This design comes from an exercise in tuning for small area on the open sky130 flow, not from production work.
Function was checked by simulation only, so behaviour that the tests miss may differ from the original.

==> flow/design.v <==
`timescale 1ns/1ns
`default_nettype none
module uart_rx (
	input  logic       i_clock,
	input  logic       i_rst_n,
	input  logic       i_rx,
	output logic [7:0] o_byte,
	output logic       o_valid
);
	localparam logic [1:0] RX_IDLE = 2'd0, RX_START = 2'd1, RX_DATA = 2'd2, RX_STOP = 2'd3;
	logic [1:0] state;
	logic       rx_meta;
	logic       rx_sync;
	logic [2:0] clk_cnt;
	logic [2:0] bit_idx;
	logic [7:0] shift;
	always_ff @(posedge i_clock) begin
		if (!i_rst_n) begin
			rx_meta <= 1'b1;
			rx_sync <= 1'b1;
		end else begin
			rx_meta <= i_rx;
			rx_sync <= rx_meta;
		end
	end
	always_ff @(posedge i_clock) begin
		if (!i_rst_n) begin
			state   <= RX_IDLE;	 
			o_valid <= 1'b0;
		end else begin
			o_valid <= 1'b0;
			case (state)
			RX_IDLE: begin
				clk_cnt <= '0;
				if (!rx_sync) state <= RX_START;
			end
			RX_START: begin
				if (clk_cnt == 3'd3) begin
					clk_cnt <= '0;
					bit_idx <= '0;
					state   <= rx_sync ? RX_IDLE : RX_DATA;
				end else begin
					clk_cnt <= clk_cnt + 1'b1;
				end
			end
			RX_DATA: begin
				if (clk_cnt == 3'd7) begin
					clk_cnt <= '0;
					shift   <= {rx_sync, shift[7:1]};
					bit_idx <= bit_idx + 1'b1;
					if (bit_idx == 3'd7) state <= RX_STOP;
				end else begin
					clk_cnt <= clk_cnt + 1'b1;
				end
			end
			default: begin
				if (clk_cnt == 3'd7) begin
					o_valid <= rx_sync;
					state   <= RX_IDLE;
				end else begin
					clk_cnt <= clk_cnt + 1'b1;
				end
			end
			endcase
		end
	end
	assign o_byte = shift;
endmodule
`default_nettype wire
`timescale 1ns/1ns
`default_nettype none
module dbg_top (
	input  logic       i_clock,
	input  logic       i_rst_n,
	input  logic       i_rx,
	output logic       o_tx,
	output logic [2:0] o_state
);
	localparam logic [2:0] IDLE = 3'd0, LOAD_BYTES = 3'd1, RUNNING = 3'd2,
	                       STEPPING = 3'd3, DUMP_SEND = 3'd4, DUMP_WAIT = 3'd5;
	logic [7:0] rx_byte;
	logic       rx_valid;
	uart_rx u_uart_rx (
		.i_clock (i_clock),
		.i_rst_n (i_rst_n),
		.i_rx    (i_rx),
		.o_byte  (rx_byte),
		.o_valid (rx_valid)
	);
	logic [2:0] state;
	logic [1:0] byte_cnt;
	logic [5:0] u;	 
	logic       tx_busy;
	logic       halted;
	assign o_state = state;
	wire tx_accept = (state == DUMP_WAIT) && !tx_busy;
	always_ff @(posedge i_clock) begin
		if (!i_rst_n) begin
			state    <= IDLE;
			byte_cnt <= '0;
			u        <= 6'd63;
		end else begin
			case (state)
			IDLE: begin
				if (rx_valid) begin
					case (rx_byte)
					8'h4c:   state <= LOAD_BYTES;
					8'h52:   state <= RUNNING;
					8'h53:   state <= STEPPING;
					default: state <= IDLE;
					endcase
				end
			end
			LOAD_BYTES: begin
				if (rx_valid) begin
					byte_cnt <= byte_cnt + 1'b1;
					if (byte_cnt == 2'd3) state <= IDLE;
				end
			end
			RUNNING:   if (halted) state <= DUMP_SEND;
			STEPPING:  state <= DUMP_SEND;
			DUMP_SEND: state <= DUMP_WAIT;
			DUMP_WAIT: begin
				if (!tx_busy) begin
					u     <= (u == 6'd63) ? 6'd29 : u + 1'b1;
					state <= (u == 6'd62) ? IDLE : DUMP_SEND;
				end
			end
			default: state <= IDLE;
			endcase
		end
	end
	logic [21:0] wbuf;	 
	logic        fetch;	 
	logic [63:0][21:0] mem;	 
	logic        pend;	 
	logic        rst_seen;
	logic [5:0]  la;
	logic [5:0]  rot;
	wire  [5:0]  nrot = rot + 6'd55;
	wire         mem_wr = pend && (nrot == la);
	wire         ld_byte = (state == LOAD_BYTES) && rx_valid;
	wire  [5:0]  op      = rx_byte[7:2];
	wire         is_addi = (op == 6'd8);
	wire         is_add  = (op == 6'd0) && (wbuf[5:0] == 6'd32);
	always_ff @(posedge i_clock) begin
		if (ld_byte) begin
			case (byte_cnt)
			2'd0: wbuf[7:0]  <= rx_byte;
			2'd1: wbuf[15:8] <= rx_byte;
			2'd2: begin
				wbuf[21:19] <= rx_byte[7:5];
				wbuf[18:16] <= rx_byte[2:0];
			end
			default: begin
				wbuf[15]    <= (is_addi && wbuf[18:16] != 3'd0) ? wbuf[15] : (op == 6'd63);
				wbuf[18:16] <= is_addi ? wbuf[18:16] : 3'd0;
				wbuf[2:0]   <= is_add ? wbuf[18:16] : wbuf[2:0];
				wbuf[13:11] <= (is_add || (is_addi && wbuf[18:16] != 3'd0)) ? wbuf[13:11] : 3'd0;
			end
			endcase
		end else if (fetch) begin
			wbuf <= mem[0];
		end
	end
	always_ff @(posedge i_clock) begin
		if (mem_wr) begin
			pend     <= 1'b0;
			rst_seen <= 1'b0;
			la       <= (!i_rst_n || rst_seen) ? 6'd0 : la + 1'b1;
		end else if (!i_rst_n) begin
			rst_seen <= pend;
			if (!pend) la <= 6'd0;
		end else if (ld_byte && byte_cnt == 2'd3) begin
			pend <= 1'b1;
		end
	end
	always_ff @(posedge i_clock) begin
		rot <= nrot;
		for (int i = 0; i < 63; i++) mem[i] <= mem[i+1];
		mem[63] <= mem[0];
		if (mem_wr) mem[0] <= wbuf;
	end
	logic [15:0] count;
	wire  [5:0]  pc = count[5:0];	 
	logic [5:0]  rp;	 
	logic [6:0]  hd;	 
	wire [5:0] hdist  = rot - pc;
	wire [21:0] hword = (pend && rot == la) ? wbuf : mem[0];	 
	wire        h_head = (hword[18:16] == 3'd0) && (hword[13:11] == 3'd0) && hword[15];
	wire exec    = ((state == RUNNING) || (state == STEPPING)) && !halted;
	assign fetch = ((rp != pc) || exec) && (rot == rp) && !(tx_busy && u == 6'd63);
	always_ff @(posedge i_clock) begin
		if (!i_rst_n) begin
			count   <= '0;
			halted  <= 1'b0;
			rp      <= '0;
			hd      <= 7'd64;
		end else begin
			if (ld_byte && byte_cnt == 2'd3)
				hd <= 7'd64;	 
			else if (exec)
				hd <= hd[6] ? hd : hd - 1'b1;
			else if (h_head && (hd[6] || hdist < hd[5:0]))
				hd <= {1'b0, hdist};
			if (exec) begin
				count <= count + 1'b1;
				if (hd == 7'd0) halted <= 1'b1;
			end
			if (fetch) rp <= rp + 1'b1;
		end
	end
	wire  [1:0]  ph = {rot[1] ^ rot[0], rot[0]};	 
	logic        act;	 
	logic        exe;	 
	logic        carry;
	logic [1:0]  zc;
	logic [7:1][3:0][7:0] regs;	 
	wire start = act && (ph == 2'd0);
	wire proc  = start || exe;
	wire zero  = !i_rst_n || (zc != 2'd0);
	always_ff @(posedge i_clock) begin
		if (!i_rst_n) begin
			act <= 1'b0;
			exe <= 1'b0;
			zc  <= 2'd3;
		end else begin
			if (fetch)      act <= 1'b1;
			else if (start) act <= 1'b0;
			if (start)            exe <= 1'b1;
			else if (ph == 2'd3)  exe <= 1'b0;
			if (zc != 2'd0) zc <= zc - 1'b1;
		end
	end
	logic [7:0] head [8];
	always_comb begin
		head[0] = 8'd0;
		for (int r = 1; r < 8; r++) head[r] = regs[r][0];
	end
	wire [2:0] rs_i   = wbuf[21:19];
	wire [2:0] t_i    = wbuf[18:16];
	wire [2:0] dest   = (t_i != 3'd0) ? t_i : wbuf[13:11];
	wire       add_i  = (t_i == 3'd0);
	wire [7:0] imm_b  = (ph == 2'd0) ? wbuf[7:0] : (ph == 2'd1) ? wbuf[15:8] : {8{wbuf[15]}};
	wire       dumpr  = tx_busy && u[5] && (u[4:2] != 3'd0);	 
	wire [7:0] opa    = head[dumpr ? u[4:2] : rs_i];
	wire [7:0] opb    = add_i ? head[wbuf[2:0]] : imm_b;
	wire [8:0] sum    = {1'b0, opa} + {1'b0, opb} + {8'd0, (ph != 2'd0) && carry};
	wire [7:0] wdat = zero ? 8'd0 : sum[7:0];
	always_ff @(posedge i_clock) begin
		carry <= sum[8];
		for (int r = 1; r < 8; r++) begin
			regs[r][0] <= regs[r][1];
			regs[r][1] <= regs[r][2];
			regs[r][2] <= regs[r][3];
			regs[r][3] <= (zero || (proc && dest == 3'(r))) ? wdat : regs[r][0];
		end
	end
	logic [2:0] tx_clk;
	logic [3:0] tx_bit;
	logic       nb;	 
	logic [7:0] src;
	always_comb begin
		if (!u[5]) begin
			case (u[1:0])
			2'd1:    src = {2'b00, pc};
			2'd2:    src = count[7:0];
			default: src = count[15:8];
			endcase
		end else begin
			src = dumpr ? opa : 8'd0;
		end
	end
	always_ff @(posedge i_clock) begin
		if (!u[5] || ph == u[1:0]) nb <= src[tx_bit[2:0]];
	end
	always_ff @(posedge i_clock) begin
		if (!i_rst_n) begin
			tx_busy <= 1'b0;
			o_tx    <= 1'b1;
		end else if (!tx_busy) begin
			if (tx_accept) begin
				tx_busy <= 1'b1;
				o_tx    <= 1'b0;
				tx_clk  <= '0;
				tx_bit  <= '0;
			end
		end else if (tx_clk == 3'd7) begin
			tx_clk <= '0;
			if (tx_bit == 4'd9) begin
				tx_busy <= 1'b0;
			end else begin
				o_tx   <= (tx_bit == 4'd8) ? 1'b1 : nb;
				tx_bit <= tx_bit + 1'b1;
			end
		end else begin
			tx_clk <= tx_clk + 1'b1;
		end
	end
endmodule
`default_nettype wire
==> flow/config.mk <==
export PLATFORM = sky130hd
export DESIGN_NAME = dbg_top
export DESIGN_NICKNAME = dbg_top
export VERILOG_FILES = /design/flow/design.v
export SDC_FILE = /design/flow/constraint.sdc
export NUM_CORES = 4
export LEC_CHECK = 0
export CAP_MARGIN = 20
export CORE_MARGIN = 2
export CORE_UTILIZATION = 60
export SLEW_MARGIN = 20
==> flow/constraint.sdc <==
create_clock -name core_clock -period 10.0 [get_ports {i_clock}]
set_input_delay 2.0000 -clock core_clock [delete_from_list [all_inputs] [get_ports {i_clock}]]
set_output_delay 2.0000 -clock core_clock [all_outputs]
set_load 0.01 [all_outputs]
standard.sh (not shown) runs the stock make flow with config.mk's settings and CLKGATE_MAP_FILE= SYNTH_SCRIPT=/design/flow/synth_recipe.tcl, a recipe that flattens the netlist after the stock synthesis.
==> flow/flow/run.sh <==
#!/bin/bash
# Standard layout, with clock tree synthesis told not to add dummy loads.
set -euo pipefail
CTS="-sink_clustering_enable -repair_clock_nets -dont_use_dummy_load"
CTS="$CTS -buf_list sky130_fd_sc_hd__clkbuf_16 -sink_clustering_size 32 -sink_clustering_max_diameter 60"
bash standard.sh finish "CTS_ARGS=$CTS" > make_finish.log 2>&1
The starting point ran to the end with no violations.
Next try:
--- a/flow/design.v
+++ b/flow/design.v
@@ -25,7 +25,9 @@
 	end
 	always_ff @(posedge i_clock) begin
 		if (!i_rst_n) begin
-			state   <= RX_IDLE;	 
+			state   <= RX_IDLE;
+			clk_cnt <= '0;
+			bit_idx <= '0;
 			o_valid <= 1'b0;
 		end else begin
 			o_valid <= 1'b0;
@@ -278,6 +280,8 @@
 		if (!i_rst_n) begin
 			tx_busy <= 1'b0;
 			o_tx    <= 1'b1;
+			tx_clk  <= '0;
+			tx_bit  <= '0;
 		end else if (!tx_busy) begin
 			if (tx_accept) begin
 				tx_busy <= 1'b1;
What happened: The new run went through all stages and came out clean; via count went up by a few percent; routed wire length increases slightly; utilization is about the same; count of clock-buffer cells in the layout drops by 1; final cell count goes up slightly; global-route usage is higher by 0.21 points; flip-flop and latch count does not change.

==> re-timing with driven ports <==
The flow's constraints put no driver on any port. The routed layouts listed below were extracted and timed again, unchanged, in two steps. Step 1: set_driving_cell puts a clkbuf_16 on i_clock and a buf_2 on each other input, an assumption about the parent block. Step 2, shift: input delay + t, output delay - t, t = (earliest + latest rising clock arrival at the registers) / 2. This alone moves slack from input paths to output paths. Slacks: no drivers / after step 1 / after step 2; pairs: no drivers / after step 1.
run | t, ns | slack for setup (ns) | latest minus earliest clock arrival (ns) | worst slew at a driven data input, ns
the first run | 0.650 | 5.458 / 5.458 / 5.458 | 0.121 / 0.122 | 0.03
the second run | 0.670 | 5.414 / 5.414 / 5.312 | 0.114 / 0.113 | 0.04
After both steps every run listed still meets setup and hold. The setup slack of the second run, which loses most, moves by 0.000 ns with the drivers and by -0.102 ns with both steps.
